Context: an optimization exercise on an open-source flow, tuned for small area and a short achievable clock period. The choices shown serve that exercise and are no tape-out recipe. At most, simulation tests tie the RTL to the original design; equivalence was not proved. No activity file was given, so power comes from the tool's default toggle rates.

==> flow/design.v <==
module fifo_flags_top (
  input  logic        clk,
  input  logic        rst_n,
  input  logic        winc,
  input  logic [31:0] wdata,
  input  logic        wclr_err,
  output logic        wfull,
  output logic        walmost_full,
  output logic        woverflow,
  output logic [6:0]  wlevel,
  input  logic        rinc,
  input  logic        rclr_err,
  output logic [31:0] rdata,
  output logic        rempty,
  output logic        ralmost_empty,
  output logic        runderflow,
  output logic [6:0]  rlevel
);
  async_fifo_flags #(
    .WIDTH(32), .DEPTH(64), .SYNC_STAGES(2), .AF_LEVEL(60), .AE_LEVEL(4), .FWFT(0)
  ) u_fifo (
    .wclk(clk), .rclk(clk), .rst_n(rst_n),
    .winc(winc), .wdata(wdata), .wclr_err(wclr_err),
    .wfull(wfull), .walmost_full(walmost_full), .woverflow(woverflow), .wlevel(wlevel),
    .rinc(rinc), .rclr_err(rclr_err), .rdata(rdata), .rempty(rempty),
    .ralmost_empty(ralmost_empty), .runderflow(runderflow), .rlevel(rlevel)
  );
endmodule

package async_fifo_pkg;
  localparam int SYNC_STAGES_MIN = 2;
  localparam int SYNC_STAGES_MAX = 4;
  localparam int PTR_W_MAX       = 32;
  typedef logic [PTR_W_MAX-1:0] ptr_t;
  function automatic logic [PTR_W_MAX-1:0] bin2gray(input logic [PTR_W_MAX-1:0] b);
    bin2gray = b ^ (b >> 1);
  endfunction
  function automatic logic [PTR_W_MAX-1:0] gray2bin(input logic [PTR_W_MAX-1:0] gray);
    logic [PTR_W_MAX-1:0] bin;
    bin = gray;
    for (int i = 1; i < PTR_W_MAX; i++) begin
      bin = bin ^ (gray >> i);
    end
    gray2bin = bin;
  endfunction
endpackage
module gray_ptr_sync #(
  parameter int WIDTH  = 7,
  parameter int STAGES = 2
) (
  input  logic             clk,
  input  logic             rst_n,
  input  logic [WIDTH-1:0] gray_in,
  output logic [WIDTH-1:0] gray_out
);
  logic [STAGES-1:0][WIDTH-1:0] sync_q;
  logic [STAGES-1:0][WIDTH-1:0] sync_d;
  always_comb begin
    sync_d = {sync_q[STAGES-2:0], gray_in};
  end
  always_ff @(posedge clk or negedge rst_n) begin
    if (!rst_n) begin
      sync_q <= '0;
    end else begin
      sync_q <= sync_d;
    end
  end
  assign gray_out = sync_q[STAGES-1];
endmodule
module async_fifo_flags
#(
  parameter int WIDTH       = 32,
  parameter int DEPTH       = 64,
  parameter int SYNC_STAGES = 2,
  parameter int AF_LEVEL    = DEPTH - 4,
  parameter int AE_LEVEL    = 4,
  parameter int FWFT        = 0,
  localparam int ADDR_W     = $clog2(DEPTH)
) (
  input  logic              wclk,
  input  logic              rclk,
  input  logic              rst_n,
  input  logic              winc,
  input  logic [WIDTH-1:0]  wdata,
  input  logic              wclr_err,
  output logic              wfull,
  output logic              walmost_full,
  output logic              woverflow,
  output logic [ADDR_W:0]   wlevel,
  input  logic              rinc,
  input  logic              rclr_err,
  output logic [WIDTH-1:0]  rdata,
  output logic              rempty,
  output logic              ralmost_empty,
  output logic              runderflow,
  output logic [ADDR_W:0]   rlevel
);
  localparam int PTR_W  = ADDR_W + 1;
  localparam int SYNC_N = (SYNC_STAGES < async_fifo_pkg::SYNC_STAGES_MIN) ? async_fifo_pkg::SYNC_STAGES_MIN :
                          (SYNC_STAGES > async_fifo_pkg::SYNC_STAGES_MAX) ? async_fifo_pkg::SYNC_STAGES_MAX : SYNC_STAGES;
  localparam int LAG    = SYNC_N + 1;
  localparam int LO_W   = ADDR_W / 2;
  localparam int HI_W   = ADDR_W - LO_W;
  localparam int LO_N   = 1 << LO_W;
  localparam int HI_N   = 1 << HI_W;
  localparam int LO_COPIES = (WIDTH >= 32) ? WIDTH / 2 : WIDTH;
  logic [1:0] wrst_q, rrst_q;
  logic       wrst_n, rrst_n;
  always_ff @(posedge wclk or negedge rst_n) begin
    if (!rst_n) wrst_q <= 2'b00;
    else        wrst_q <= {wrst_q[0], 1'b1};
  end
  always_ff @(posedge rclk or negedge rst_n) begin
    if (!rst_n) rrst_q <= 2'b00;
    else        rrst_q <= {rrst_q[0], 1'b1};
  end
  assign wrst_n = wrst_q[1];
  assign rrst_n = rrst_q[1];
  logic [WIDTH-1:0] mem [DEPTH];
  function automatic logic ge_c(input logic [PTR_W-1:0] q, input int k);
    logic gt, eq;
    if (k <= 0) begin
      ge_c = 1'b1;
    end else if (k >= (1 << PTR_W)) begin
      ge_c = 1'b0;
    end else begin
      gt = 1'b0;
      eq = 1'b1;
      for (int i = PTR_W - 1; i >= 0; i--) begin
        if (((k >> i) & 1) == 1) begin
          eq = eq & q[i];
        end else begin
          gt = gt | (eq & q[i]);
          eq = eq & !q[i];
        end
      end
      ge_c = gt | eq;
    end
  endfunction
  localparam logic [PTR_W-1:0] LVL_MAX = '1;
  logic [ADDR_W-1:0] wptr_q;
  logic [PTR_W-1:0]  wlevel_q, wlevel_d;
  logic              wfull_q, wfull_d, waf_q, waf_d, wovf_q, wovf_d, w_accept;
  logic [LAG-1:0]    racc_hist_q;    
  logic              r_accept, w_pop_seen;
  logic              wfull_dn, wfull_st, wfull_up, waf_dn, waf_st, waf_up;
  always_comb begin
    w_accept   = winc && !wfull_q;
    w_pop_seen = racc_hist_q[LAG-1];
    wfull_dn   = (wlevel_q == PTR_W'(DEPTH + 1));
    wfull_st   = (wlevel_q == PTR_W'(DEPTH));
    wfull_up   = (wlevel_q == PTR_W'(DEPTH - 1));
    waf_dn     = ge_c(wlevel_q, AF_LEVEL + 1) || (wlevel_q == '0);
    waf_st     = ge_c(wlevel_q, AF_LEVEL);
    waf_up     = ge_c(wlevel_q, AF_LEVEL - 1) && (wlevel_q != LVL_MAX);
    if (w_accept == w_pop_seen) begin
      wlevel_d = wlevel_q;
      wfull_d  = wfull_st;
      waf_d    = waf_st;
    end else if (w_accept) begin
      wlevel_d = wlevel_q + PTR_W'(1);
      wfull_d  = wfull_up;
      waf_d    = waf_up;
    end else begin
      wlevel_d = wlevel_q - PTR_W'(1);
      wfull_d  = wfull_dn;
      waf_d    = waf_dn;
    end
    wovf_d   = (winc && wfull_q) ? 1'b1 : (wclr_err ? 1'b0 : wovf_q);
  end
  always_ff @(posedge wclk or negedge wrst_n) begin
    if (!wrst_n) begin
      wptr_q      <= '0;
      wlevel_q    <= '0;
      wfull_q     <= 1'b0;
      waf_q       <= 1'b0;
      wovf_q      <= 1'b0;
      racc_hist_q <= '0;
    end else begin
      wptr_q      <= wptr_q + ADDR_W'(w_accept);
      wlevel_q    <= wlevel_d;
      wfull_q     <= wfull_d;
      waf_q       <= waf_d;
      wovf_q      <= wovf_d;
      racc_hist_q <= {racc_hist_q[LAG-2:0], r_accept};
    end
  end
  always_ff @(posedge wclk) begin
    if (w_accept) mem[wptr_q] <= wdata;
  end
  logic [LO_N-1:0]  rlo_q [LO_COPIES];  
  logic [HI_N-1:0]  rhi_q;           
  logic [PTR_W-1:0] rlevel_q, rlevel_d;
  logic             rempty_q, rempty_d, rae_q, rae_d, runf_q, runf_d;
  logic [LAG-1:0]   wacc_hist_q;     
  logic             r_push_seen;
  logic             rempty_dn, rempty_st, rempty_up, rae_dn, rae_st, rae_up;
  always_comb begin
    r_accept    = rinc && !rempty_q;
    r_push_seen = wacc_hist_q[LAG-1];
    rempty_dn   = (rlevel_q == PTR_W'(1));
    rempty_st   = (rlevel_q == '0);
    rempty_up   = (rlevel_q == LVL_MAX);
    rae_dn      = !rempty_st && !ge_c(rlevel_q, AE_LEVEL + 2);
    rae_st      = !ge_c(rlevel_q, AE_LEVEL + 1);
    rae_up      = !ge_c(rlevel_q, AE_LEVEL) || rempty_up;
    if (r_accept == r_push_seen) begin
      rlevel_d = rlevel_q;
      rempty_d = rempty_st;
      rae_d    = rae_st;
    end else if (r_push_seen) begin
      rlevel_d = rlevel_q + PTR_W'(1);
      rempty_d = rempty_up;
      rae_d    = rae_up;
    end else begin
      rlevel_d = rlevel_q - PTR_W'(1);
      rempty_d = rempty_dn;
      rae_d    = rae_dn;
    end
    runf_d   = (rinc && rempty_q) ? 1'b1 : (rclr_err ? 1'b0 : runf_q);
  end
  always_ff @(posedge rclk or negedge rrst_n) begin
    if (!rrst_n) begin
      for (int c = 0; c < LO_COPIES; c++) rlo_q[c] <= LO_N'(1);
      rhi_q       <= HI_N'(1);
      rlevel_q    <= '0;
      rempty_q    <= 1'b1;
      rae_q       <= 1'b1;
      runf_q      <= 1'b0;
      wacc_hist_q <= '0;
    end else begin
      if (r_accept) begin
        for (int c = 0; c < LO_COPIES; c++) rlo_q[c] <= {rlo_q[c][LO_N-2:0], rlo_q[c][LO_N-1]};
        if (rlo_q[0][LO_N-1]) rhi_q <= {rhi_q[HI_N-2:0], rhi_q[HI_N-1]};
      end
      rlevel_q    <= rlevel_d;
      rempty_q    <= rempty_d;
      rae_q       <= rae_d;
      runf_q      <= runf_d;
      wacc_hist_q <= {wacc_hist_q[LAG-2:0], w_accept};
    end
  end
  logic [WIDTH-1:0] grp_word [HI_N];
  logic [WIDTH-1:0] head_word;
  always_comb begin
    for (int g = 0; g < HI_N; g++) begin
      grp_word[g] = '0;
      for (int j = 0; j < LO_N; j++) begin
        for (int b = 0; b < WIDTH; b++)
          grp_word[g][b] = grp_word[g][b] | (mem[g*LO_N + j][b] & rlo_q[b * LO_COPIES / WIDTH][j]);
      end
    end
    head_word = '0;
    for (int g = 0; g < HI_N; g++) begin
      head_word = head_word | (grp_word[g] & {WIDTH{rhi_q[g]}});
    end
  end
  generate
    if (FWFT != 0) begin : g_fwft
      assign rdata = rempty_q ? '0 : head_word;
    end else begin : g_reg
      logic [WIDTH-1:0] rdata_q;
      always_ff @(posedge rclk or negedge rrst_n) begin
        if (!rrst_n)       rdata_q <= '0;
        else if (r_accept) rdata_q <= head_word;
      end
      assign rdata = rdata_q;
    end
  endgenerate
  assign wfull         = wfull_q;
  assign walmost_full  = waf_q;
  assign woverflow     = wovf_q;
  assign wlevel        = wlevel_q;
  assign rempty        = rempty_q;
  assign ralmost_empty = rae_q;
  assign runderflow    = runf_q;
  assign rlevel        = rlevel_q;
endmodule
Settings: LEC_CHECK=0, CAP_MARGIN=20, CORE_MARGIN=2, CORE_UTILIZATION=63, CTS_CLUSTER_DIAMETER=100, CTS_CLUSTER_SIZE=30, PLACE_DENSITY=0.72, SETUP_SLACK_MARGIN=1.8, SLEW_MARGIN=20; clock period 4.0 ns.
run.sh (not shown) runs the stock make flow with config.mk's settings and CLKGATE_MAP_FILE= SYNTH_SCRIPT=/design/flow/synth_recipe.tcl, a recipe that flattens the netlist after the stock synthesis.
The baseline completed with no timing, DRC or antenna violations.
Then changed:
--- a/flow/design.v
+++ b/flow/design.v
@@ -142,9 +142,10 @@
   logic [PTR_W-1:0]  wlevel_q, wlevel_d;
   logic              wfull_q, wfull_d, waf_q, waf_d, wovf_q, wovf_d, w_accept;
+  logic              wfull_acc_q, wfull_acc_d, wfull_mem_q, wfull_mem_d;
   logic [LAG-1:0]    racc_hist_q;    
   logic              r_accept, w_pop_seen;
   logic              wfull_dn, wfull_st, wfull_up, waf_dn, waf_st, waf_up;
   always_comb begin
-    w_accept   = winc && !wfull_q;
+    w_accept   = winc && !wfull_acc_q;
     w_pop_seen = racc_hist_q[LAG-1];
     wfull_dn   = (wlevel_q == PTR_W'(DEPTH + 1));
@@ -167,5 +168,7 @@
       waf_d    = waf_dn;
     end
-    wovf_d   = (winc && wfull_q) ? 1'b1 : (wclr_err ? 1'b0 : wovf_q);
+    wovf_d      = (winc && wfull_acc_q) ? 1'b1 : (wclr_err ? 1'b0 : wovf_q);
+    wfull_acc_d = (wlevel_d == PTR_W'(DEPTH));
+    wfull_mem_d = wlevel_d[PTR_W-1] && !(|wlevel_d[PTR_W-2:0]);
   end
   always_ff @(posedge wclk or negedge wrst_n) begin
@@ -174,4 +177,6 @@
       wlevel_q    <= '0;
       wfull_q     <= 1'b0;
+      wfull_acc_q <= 1'b0;
+      wfull_mem_q <= 1'b0;
       waf_q       <= 1'b0;
       wovf_q      <= 1'b0;
@@ -181,4 +186,6 @@
       wlevel_q    <= wlevel_d;
       wfull_q     <= wfull_d;
+      wfull_acc_q <= wfull_acc_d;
+      wfull_mem_q <= wfull_mem_d;
       waf_q       <= waf_d;
       wovf_q      <= wovf_d;
@@ -187,5 +194,5 @@
   end
   always_ff @(posedge wclk) begin
-    if (w_accept) mem[wptr_q] <= wdata;
+    if (!wfull_mem_q) mem[wptr_q] <= wdata;
   end
   logic [LO_N-1:0]  rlo_q [LO_COPIES];  
Effect: The new run ran to the end with no violations. Sequential power increases by about 4%. Sequential share of layout area is higher by 0.27 points. Worst setup slack loses 0.16 ns. Routed wire length is higher by 0.50%. Area after synthesis goes down by about 0.6%.
For the second run of this note, only the layout was checked, not whether the RTL still works.

-- re-timing with driven ports --
The flow's constraints put no driver on any port. The routed layouts listed below were extracted and timed again, unchanged, in two steps.
Step 1, drivers: a clkbuf_16 drives clk and a buf_2 each remaining input, both assumed.
Step 2 also shifts input and output timing later by t, the mid clock arrival at the registers, as if the neighbouring blocks saw the same clock.
a / b / c = ideal / step 1 / step 2; a / b = the first two.
| run | t (ns) | slack for setup (ns) | worst slew at a driven data input, ns |
|---|---|---|---|
| the first run | 0.823 | 1.754 / 1.728 / 1.220 | 0.16 |
| the second run | 0.795 | 1.591 / 1.591 / 0.978 | 0.13 |
After both steps setup and hold are still met in every run listed. The setup slack of the second run, which loses most, moves by 0.000 ns with the drivers and by -0.613 ns with both steps.
